Context: an optimization exercise on an open-source flow, tuned for small area. The choices shown serve that exercise and are no tape-out recipe.
In this exercise RTL edits were held to simulation tests only and were not proved equivalent to the original.
Power figures rest on the tool's default switching activity, not on a simulated workload.

==> flow/design.v <==
`default_nettype none
package display_geom_pkg;
	typedef logic [10-1:0] coord_t;
	typedef logic [$clog2(12)-1:0] enemy_idx_t;
	typedef logic [1:0] lives_t;
endpackage
`default_nettype wire
`default_nettype none
package pixel_color_pkg;
	typedef logic [3:0] chan_t;
	typedef struct packed {
		chan_t red;
		chan_t green;
		chan_t blue;
	} rgb_t;
	typedef struct packed {
		logic [7:0] red;
		logic [7:0] green;
		logic [7:0] blue;
	} texel_ch_t;
	typedef union packed {
		logic [23:0] word;
		texel_ch_t   ch;
	} texel_t;
endpackage
`default_nettype wire
`timescale 1ns/1ps
`default_nettype none
module enemy_scan
(
	input  display_geom_pkg::coord_t                    draw_x,
	input  display_geom_pkg::coord_t                    draw_y,
	input  logic [12*10-1:0]            enemy_x,
	input  logic [12*10-1:0]            enemy_y,
	input  logic [12-1:0]                     enemy_en,
	input  logic [12-1:0]                     enemy_explode,
	output logic                                        enemy_hit,
	output logic                                        enemy_exploding
);
	logic [12-1:0]        in_box;
	display_geom_pkg::enemy_idx_t   hit_idx;
	for (genvar i = 0; i < 12; i++)
	begin : g_box
		assign in_box[i] = enemy_en[i] &&
			(draw_x >= enemy_x[i*10 +: 10]) &&
			(draw_x < enemy_x[i*10 +: 10] + 30) &&
			(draw_y >= enemy_y[i*10 +: 10]) &&
			(draw_y < enemy_y[i*10 +: 10] + 30);
	end
	always_comb
	begin
		hit_idx = '0;
		for (int i = 12 - 1; i >= 0; i--)
		begin
			if (in_box[i])
				hit_idx = display_geom_pkg::enemy_idx_t'(i);
		end
	end
	assign enemy_hit = |in_box;
	assign enemy_exploding = enemy_hit && enemy_explode[hit_idx];
endmodule
`default_nettype wire
`timescale 1ns/1ps
`default_nettype none
module player_scan
(
	input  display_geom_pkg::coord_t         draw_x,
	input  display_geom_pkg::coord_t         draw_y,
	input  display_geom_pkg::coord_t         ship_x,
	input  display_geom_pkg::coord_t         ship_y,
	input  display_geom_pkg::coord_t         ship_size,
	input  logic [4*10-1:0]  laser_x,
	input  logic [4*10-1:0]  laser_y,
	input  logic [4-1:0]           laser_en,
	output logic                             ship_hit,
	output logic                             laser_hit
);
	display_geom_pkg::coord_t dist_x;
	display_geom_pkg::coord_t dist_y;
	logic [4-1:0]   laser_box;
	assign dist_x = draw_x - ship_x;
	assign dist_y = draw_y - ship_y;
	assign ship_hit = (dist_x <= ship_size) && (dist_y <= ship_size);
	for (genvar i = 0; i < 4; i++)
	begin : g_laser
		assign laser_box[i] = laser_en[i] &&
			(draw_x >= laser_x[i*10 +: 10]) &&
			(draw_x < laser_x[i*10 +: 10] + 4) &&
			(draw_y >= laser_y[i*10 +: 10]) &&
			(draw_y < laser_y[i*10 +: 10] + 16);
	end
	assign laser_hit = |laser_box;
endmodule
`default_nettype wire
`timescale 1ns/1ps
`default_nettype none
module lives_hud
(
	input  display_geom_pkg::coord_t draw_x,
	input  display_geom_pkg::coord_t draw_y,
	input  display_geom_pkg::coord_t lives_x,
	input  display_geom_pkg::coord_t lives_y,
	input  display_geom_pkg::lives_t num_lives,
	output logic   lives_hit,
	output pixel_color_pkg::rgb_t   lives_rgb
);
	localparam logic [16*8-1:0] HEART = 128'h0000_0000_0000_183c_7eff_ffff_6600_0000;
	display_geom_pkg::coord_t                       row_off;
	logic [$clog2(16)-1:0] glyph_row;
	logic [8-1:0]            glyph_bits;
	logic                           lit;
	assign lives_hit = (draw_x >= lives_x) && (draw_x < lives_x + num_lives * 8) &&
		(draw_y >= lives_y) && (draw_y < lives_y + 16);
	assign row_off   = draw_y - lives_y;
	assign glyph_row = row_off[$clog2(16)-1:0];
	always_comb
	begin
		case (glyph_row)
			0:  glyph_bits = HEART[0*8 +: 8];
			1:  glyph_bits = HEART[1*8 +: 8];
			2:  glyph_bits = HEART[2*8 +: 8];
			3:  glyph_bits = HEART[3*8 +: 8];
			4:  glyph_bits = HEART[4*8 +: 8];
			5:  glyph_bits = HEART[5*8 +: 8];
			6:  glyph_bits = HEART[6*8 +: 8];
			7:  glyph_bits = HEART[7*8 +: 8];
			8:  glyph_bits = HEART[8*8 +: 8];
			9:  glyph_bits = HEART[9*8 +: 8];
			10: glyph_bits = HEART[10*8 +: 8];
			11: glyph_bits = HEART[11*8 +: 8];
			12: glyph_bits = HEART[12*8 +: 8];
			13: glyph_bits = HEART[13*8 +: 8];
			14: glyph_bits = HEART[14*8 +: 8];
			default: glyph_bits = HEART[15*8 +: 8];
		endcase
	end
	assign lit = glyph_bits[draw_x[2:0]];
	assign lives_rgb = lit ? pixel_color_pkg::rgb_t'(12'hf00) : pixel_color_pkg::rgb_t'('0);
endmodule
`default_nettype wire
`timescale 1ns/1ps
`default_nettype none
module pixel_priority
(
	input  logic   clk,
	input  logic   rst_n,
	input  logic   lose_game,
	input  logic   win_game,
	input  logic   ship_hit,
	input  logic   laser_hit,
	input  logic   enemy_hit,
	input  logic   enemy_exploding,
	input  logic   lives_hit,
	input  pixel_color_pkg::rgb_t   lives_rgb,
	input  pixel_color_pkg::rgb_t   bg_rgb,
	input  pixel_color_pkg::rgb_t   laser_rgb,
	input  pixel_color_pkg::texel_t ship_texel,
	input  pixel_color_pkg::texel_t enemy_texel,
	input  pixel_color_pkg::texel_t explosion_texel,
	output pixel_color_pkg::chan_t  red,
	output pixel_color_pkg::chan_t  green,
	output pixel_color_pkg::chan_t  blue
);
	pixel_color_pkg::rgb_t pix_next;
	pixel_color_pkg::rgb_t pix_q;
	function automatic pixel_color_pkg::rgb_t keyed(input pixel_color_pkg::texel_t t, input pixel_color_pkg::rgb_t bg);
		pixel_color_pkg::rgb_t c;
		if (t.word == 24'hffc0cb)
			c = bg;
		else
		begin
			c.red   = t.ch.red[7:4];
			c.green = t.ch.green[7:4];
			c.blue  = t.ch.blue[7:4];
		end
		keyed = c;
	endfunction
	always_comb
	begin
		if (lose_game || win_game)
			pix_next = bg_rgb;
		else if (ship_hit)
			pix_next = keyed(ship_texel, bg_rgb);
		else if (laser_hit)
			pix_next = laser_rgb;
		else if (enemy_hit && enemy_exploding)
			pix_next = keyed(explosion_texel, bg_rgb);
		else if (enemy_hit)
			pix_next = keyed(enemy_texel, bg_rgb);
		else if (lives_hit)
			pix_next = lives_rgb;
		else
			pix_next = bg_rgb;
	end
	always_ff @(posedge clk)
	begin
		if (!rst_n)
			pix_q <= '0;
		else
			pix_q <= pix_next;
	end
	assign red   = pix_q.red;
	assign green = pix_q.green;
	assign blue  = pix_q.blue;
endmodule
`default_nettype wire
`timescale 1ns/1ps
`default_nettype none
module color_mapper
(
	input  logic                             clk,
	input  logic                             rst_n,
	input  logic [10-1:0]              draw_x,
	input  logic [10-1:0]              draw_y,
	input  logic [10-1:0]              ship_x,
	input  logic [10-1:0]              ship_y,
	input  logic [10-1:0]              ship_size,
	input  logic [4*10-1:0]  laser_x,
	input  logic [4*10-1:0]  laser_y,
	input  logic [4-1:0]           laser_en,
	input  logic [12*10-1:0] enemy_x,
	input  logic [12*10-1:0] enemy_y,
	input  logic [12-1:0]          enemy_en,
	input  logic [12-1:0]          enemy_explode,
	input  logic [10-1:0]              lives_x,
	input  logic [10-1:0]              lives_y,
	input  logic [1:0]                       num_lives,
	input  logic [11:0]                      bg_rgb,
	input  logic [23:0]                      ship_texel,
	input  logic [23:0]                      enemy_texel,
	input  logic [23:0]                      explosion_texel,
	input  logic [11:0]                      laser_rgb,
	input  logic                             lose_game,
	input  logic                             win_game,
	output logic [3:0]                       red,
	output logic [3:0]                       green,
	output logic [3:0]                       blue
);
	logic enemy_hit;
	logic enemy_exploding;
	logic ship_hit;
	logic laser_hit;
	logic lives_hit;
	pixel_color_pkg::rgb_t lives_rgb;
	enemy_scan u_enemy_scan (
		.draw_x          (draw_x),
		.draw_y          (draw_y),
		.enemy_x         (enemy_x),
		.enemy_y         (enemy_y),
		.enemy_en        (enemy_en),
		.enemy_explode   (enemy_explode),
		.enemy_hit       (enemy_hit),
		.enemy_exploding (enemy_exploding)
	);
	player_scan u_player_scan (
		.draw_x    (draw_x),
		.draw_y    (draw_y),
		.ship_x    (ship_x),
		.ship_y    (ship_y),
		.ship_size (ship_size),
		.laser_x   (laser_x),
		.laser_y   (laser_y),
		.laser_en  (laser_en),
		.ship_hit  (ship_hit),
		.laser_hit (laser_hit)
	);
	lives_hud u_lives_hud (
		.draw_x    (draw_x),
		.draw_y    (draw_y),
		.lives_x   (lives_x),
		.lives_y   (lives_y),
		.num_lives (num_lives),
		.lives_hit (lives_hit),
		.lives_rgb (lives_rgb)
	);
	pixel_priority u_pixel_priority (
		.clk             (clk),
		.rst_n           (rst_n),
		.lose_game       (lose_game),
		.win_game        (win_game),
		.ship_hit        (ship_hit),
		.laser_hit       (laser_hit),
		.enemy_hit       (enemy_hit),
		.enemy_exploding (enemy_exploding),
		.lives_hit       (lives_hit),
		.lives_rgb       (lives_rgb),
		.bg_rgb          (bg_rgb),
		.laser_rgb       (laser_rgb),
		.ship_texel      (ship_texel),
		.enemy_texel     (enemy_texel),
		.explosion_texel (explosion_texel),
		.red             (red),
		.green           (green),
		.blue            (blue)
	);
endmodule
`default_nettype wire
==> flow/run.sh <==
#!/bin/bash
# synth_recipe.tcl (not shown) runs the flow's synth.tcl, then flattens the netlist and writes it again
# the make line also repeats each setting of config.mk as NAME=value (left out here)
make -C /OpenROAD-flow-scripts/flow DESIGN_CONFIG=/design/flow/config.mk WORK_HOME=/design/flow/orfs CLKGATE_MAP_FILE= SYNTH_SCRIPT=/design/flow/synth_recipe.tcl finish
==> flow/config.mk <==
export PLATFORM = sky130hd
export DESIGN_NAME = color_mapper
export DESIGN_NICKNAME = color_mapper
export VERILOG_FILES = /design/flow/design.v
export SDC_FILE = /design/flow/constraint.sdc
export NUM_CORES = 4
export LEC_CHECK = 0
export CAP_MARGIN = 20
export CORE_MARGIN = 2
export CORE_UTILIZATION = 40
export SLEW_MARGIN = 20
==> flow/constraint.sdc <==
create_clock -name core_clock -period 7.0 [get_ports {clk}]
set_input_delay 1.4000 -clock core_clock [delete_from_list [all_inputs] [get_ports {clk}]]
set_output_delay 1.4000 -clock core_clock [all_outputs]
set_load 0.01 [all_outputs]
==> run notes <==
-- metrics by stage --
stage	hold slack [ps]	worst slack [ps]	instance area [um^2]
3_3_place_gp	1990	436	27300
3_5_place_dp	2000	287	27300
5_1_grt	1750	155	27400
2_1_floorplan	1550	1660	20900
6_report	1740	511	27400
4_1_cts	1750	530	27300
-- routing by layer --
metal  global-route usage [%]  up-vias  share of wire (%)
met2                     52.2      646                 46
met1                     40.6    10839                 45
met4                     9.95       18                3.1
li1                         -    11252                  -
met3                     4.19      142                5.5
met5                        0        -               0.14
-- synth_stat cells (6+ instances only) --
cell         n
o21bai_1    16
a32oi_1      6
nor2b_1     27
a221oi_1     8
o21ai_0    174
nand4b_1     9
o211ai_1    22
o22ai_1     15
a211o_1     17
a211oi_1    35
a221o_1      6
a21o_1      63
nand2b_1    41
or4_1       19
nand4_1     68
xnor2_1    224
a22oi_1      8
a41oi_1      6
nor3_1      76
nand3_1     85
o221ai_1    11
xor2_1       9
a21oi_1    177
inv_1      395
nor2_1     113
a31oi_1     31
o21a_1      48
and3_1      26
nand2_1    109
ha_1       698
or2_2        6
o2111ai_1   12
nor4_1      24
o31ai_1     15
dfxtp_1     12
nor3b_1      8
a2111oi_0   13
-- power breakdown --
| group | total (W) | internal, W | switching, W |
|---|---|---|---|
| clock | 0.000125 | 0.0000869 | 0.0000380 |
| combinational | 0.00195 | 0.000933 | 0.00102 |
| sequential | 0.0000824 | 0.0000776 | 0.00000480 |
| total | 0.00216 | 0.00110 | 0.00106 |
-- cell families (layout without fill, tap and decap cells) --
kind of cell	count (synthesis)	count (layout)	synth area share [%]
AOI/OAI and AO/OA	741	741	23.3
adders and majority gates	702	702	42.2
and+or+nand+nor	629	629	15.7
buffers and inverters	405	978	7.46
xor gates and xnor gates	233	233	9.77
DFF	12	12	1.15
muxes	7	7	0.419
other	0	22	0
-- worst min path at each step --
stage | startpoint | to
2_1_floorplan | laser_rgb[10] | u_pixel_priority.pix_q[10]
3_3_place_gp | laser_rgb[2] | u_pixel_priority.pix_q[2]
3_5_place_dp | laser_rgb[8] | u_pixel_priority.pix_q[8]
4_1_cts | laser_rgb[8] | u_pixel_priority.pix_q[8]
5_1_grt | laser_rgb[8] | u_pixel_priority.pix_q[8]
6_report | laser_rgb[8] | u_pixel_priority.pix_q[8]
-- cell type report --
class / instances / area share [%]
multi-input combinational: 2312 / 69.7
timing repair buffer: 578 / 20.4
inverter: 396 / 5.42
tap: 680 / 3.10
sequential: 12 / 0.877
clock buffer: 4 / 0.324
antenna: 22 / 0.201
-- tightest hold or removal path, stage by stage --
cell	delay, ps
clkdlybuf4s50_1	400
inv_1	60
a221oi_1	70
==> results by group <==
Run status
  – Status: complete, no violations

Synthesis
  – Unique masters post-synth: 84
  – Sequential element share of the synthesized area: 1.15%
  – Dominant synthesized flop cell: dfxtp_1
  – Synth Register Bits: 12
  – Yosys warning total: 3
  – Synthesized cell area: 20,900 um^2
  – Async SR Flop Fraction: 0%
  – Post-synth EDFFs: 0
  – Synth Net Count: 3,951
  – Largest area contributor in the netlist: ha_1
  – Top cell type's share of synthesized area: 41.8%
  – Syn Area/Cell: 7.65 um^2
  – Cells after Synth: 2,729
  – Synth area leaders: ha_1, xnor2_1, inv_1

Clock network
  – Clock buffer depth: 2
  – Worst-path clk slew: 50 ps
  – Cts hold-fix bufs: 0
  – Setup Fix Bufs, Post-CTS: 0
  – CTS root buf: clkbuf_16
  – Resize count post-CTS: 0
  – Sink Count: 12
  – H-tree depth: 1
  – CTS tree: yes
  – CTS Buf Count: 3

Critical path
  – Worst setup path end: u_pixel_priority.pix_q[5]
  – Critical Path AT: 6670 ps
  – CP cell instances: clkdlybuf4s50_1 -> inv_1 -> ha_1 -> and3_1 -> nor3_1 -> xnor2_1 -> ha_1 -> a21oi_1 -> o21ai_0 -> o41ai_1 -> nand4_1 -> o21ai_0 -> a31oi_2 -> o21a_1 -> mux2i_1 -> mux2i_1 -> a211o_1 -> a311oi_1 -> a22o_1
  – Worst path slowest cell: o41ai_1
  – WP buf/inv: 2
  – CP Data Required Time: 7190 ps
  – Levels on crit path: 19
  – Worst Setup Path Type: in2reg
  – Cell family with the largest share of critical-path delay: compound AO/OA/AOI/OAI gates
  – Worst Setup Start Kind: primary input
  – Crit. Startpoint: enemy_x[51]
  – Max FO, Critical Path: 10
  – Max incr delay on CP: 800 ps
  – CP Capture Type: register

Drt
  – 1st-pass router iterations: 5
  – # DRC: 0
  – Final wirelength: 86,900 um
  – Vias: 22,897
  – Routed len/inst: 21.7 um
  – Via density: 5.72
  – Final ANT Viol Nets: 0
  – Iteration-0 DRC Markers: 1,466

Timing
  – Tmin final: 6490 ps
  – Relative slew slack: 30.5%
  – Final setup fails: 0
  – Fmax: 154 MHz
  – Fin Setup TNS: 0 ps
  – RSZ-0062 raised after global routing: false
  – Measured slew at the worst slew-check pin: 1040 ps
  – Final period util: 92.7%
  – Pins Over Slew Limit: 0
  – Final Hold Viols: 0

Die
  – Core region area: 51,500 um^2
  – Top-Level Pins: 532
  – Die Ht: 232 um
  – Initial core utilization: 40.5%
  – Site Rows: 83
  – Die X-Extent: 232 um
  – Die ar.: 54,000 um^2

Placed design
  – Routability Congestion: 0.947
  – Port Buf Inserts: 531
  – Dpl hpwl: 74,500 um
  – Post-Place Cells: 3,978

Cells and area
  – Final net count: 4,525
  – P&R area growth vs syn: 31.2%
  – Register area: 240 um^2
  – Most common cell after layout, fill and taps aside: ha_1
  – Top Registers: u_pixel_priority.pix_q x12
  – Multi-input logic area: 19,100 um^2
  – End-of-flow core utilization: 53.2%
  – Max reg flops: 12
  – Reg with most FFs: u_pixel_priority.pix_q
  – Share of layout cells above drive strength 1: 3.18%
  – FILL cells: 4,985
  – Commonest non-fill, non-tap cells in the layout: ha_1, clkdlybuf4s50_1, inv_1, xnor2_1, a21oi_1
  – Non-Filler Instances: 4,004

Power and ir drop
  – Leakage power: 13.3 nW
  – Total Power: 0.00216 W
  – Pwr Density: 78.9 nW/um^2
  – VDD IR max: 79.3 uV

GRT
  – Largest net degree at the start of global routing: 29
  – First-pass GRT wire length: 130,000 um
  – Vias in the first global route: 22,673
  – Overflow after GRT: 0
  – GRT Util Overall: 31.0%
  – Initial antenna violation count: 28

Worst hold path
  – Worst min path class: in2reg
  – Worst hold stages: 3

Job
  – MaxCap Viol Count: 0

[re-timing with driven ports]
In the flow no input, the clock included, has a driving cell. The finished layout below was timed again as built, in two steps. Step 1: set_driving_cell puts a clkbuf_16 on clk and a buf_2 on each other input, an assumption about the parent block. Step 2 also shifts input and output timing later by t, the mid clock arrival at the registers, as if the neighbouring blocks saw the same clock. Three values: ideal, step 1, step 2; two values: the first two.
shift t [ns]: 0.288
setup slack, ns: 0.511 / 0.526 / 0.238
worst setup path after step 2: input to register
slew at the worst register clock pin (ns): 0.05 / 0.05
After both steps this run still meets setup and hold. The setup slack of this run moves by +0.015 ns with the drivers and by -0.273 ns with both steps.
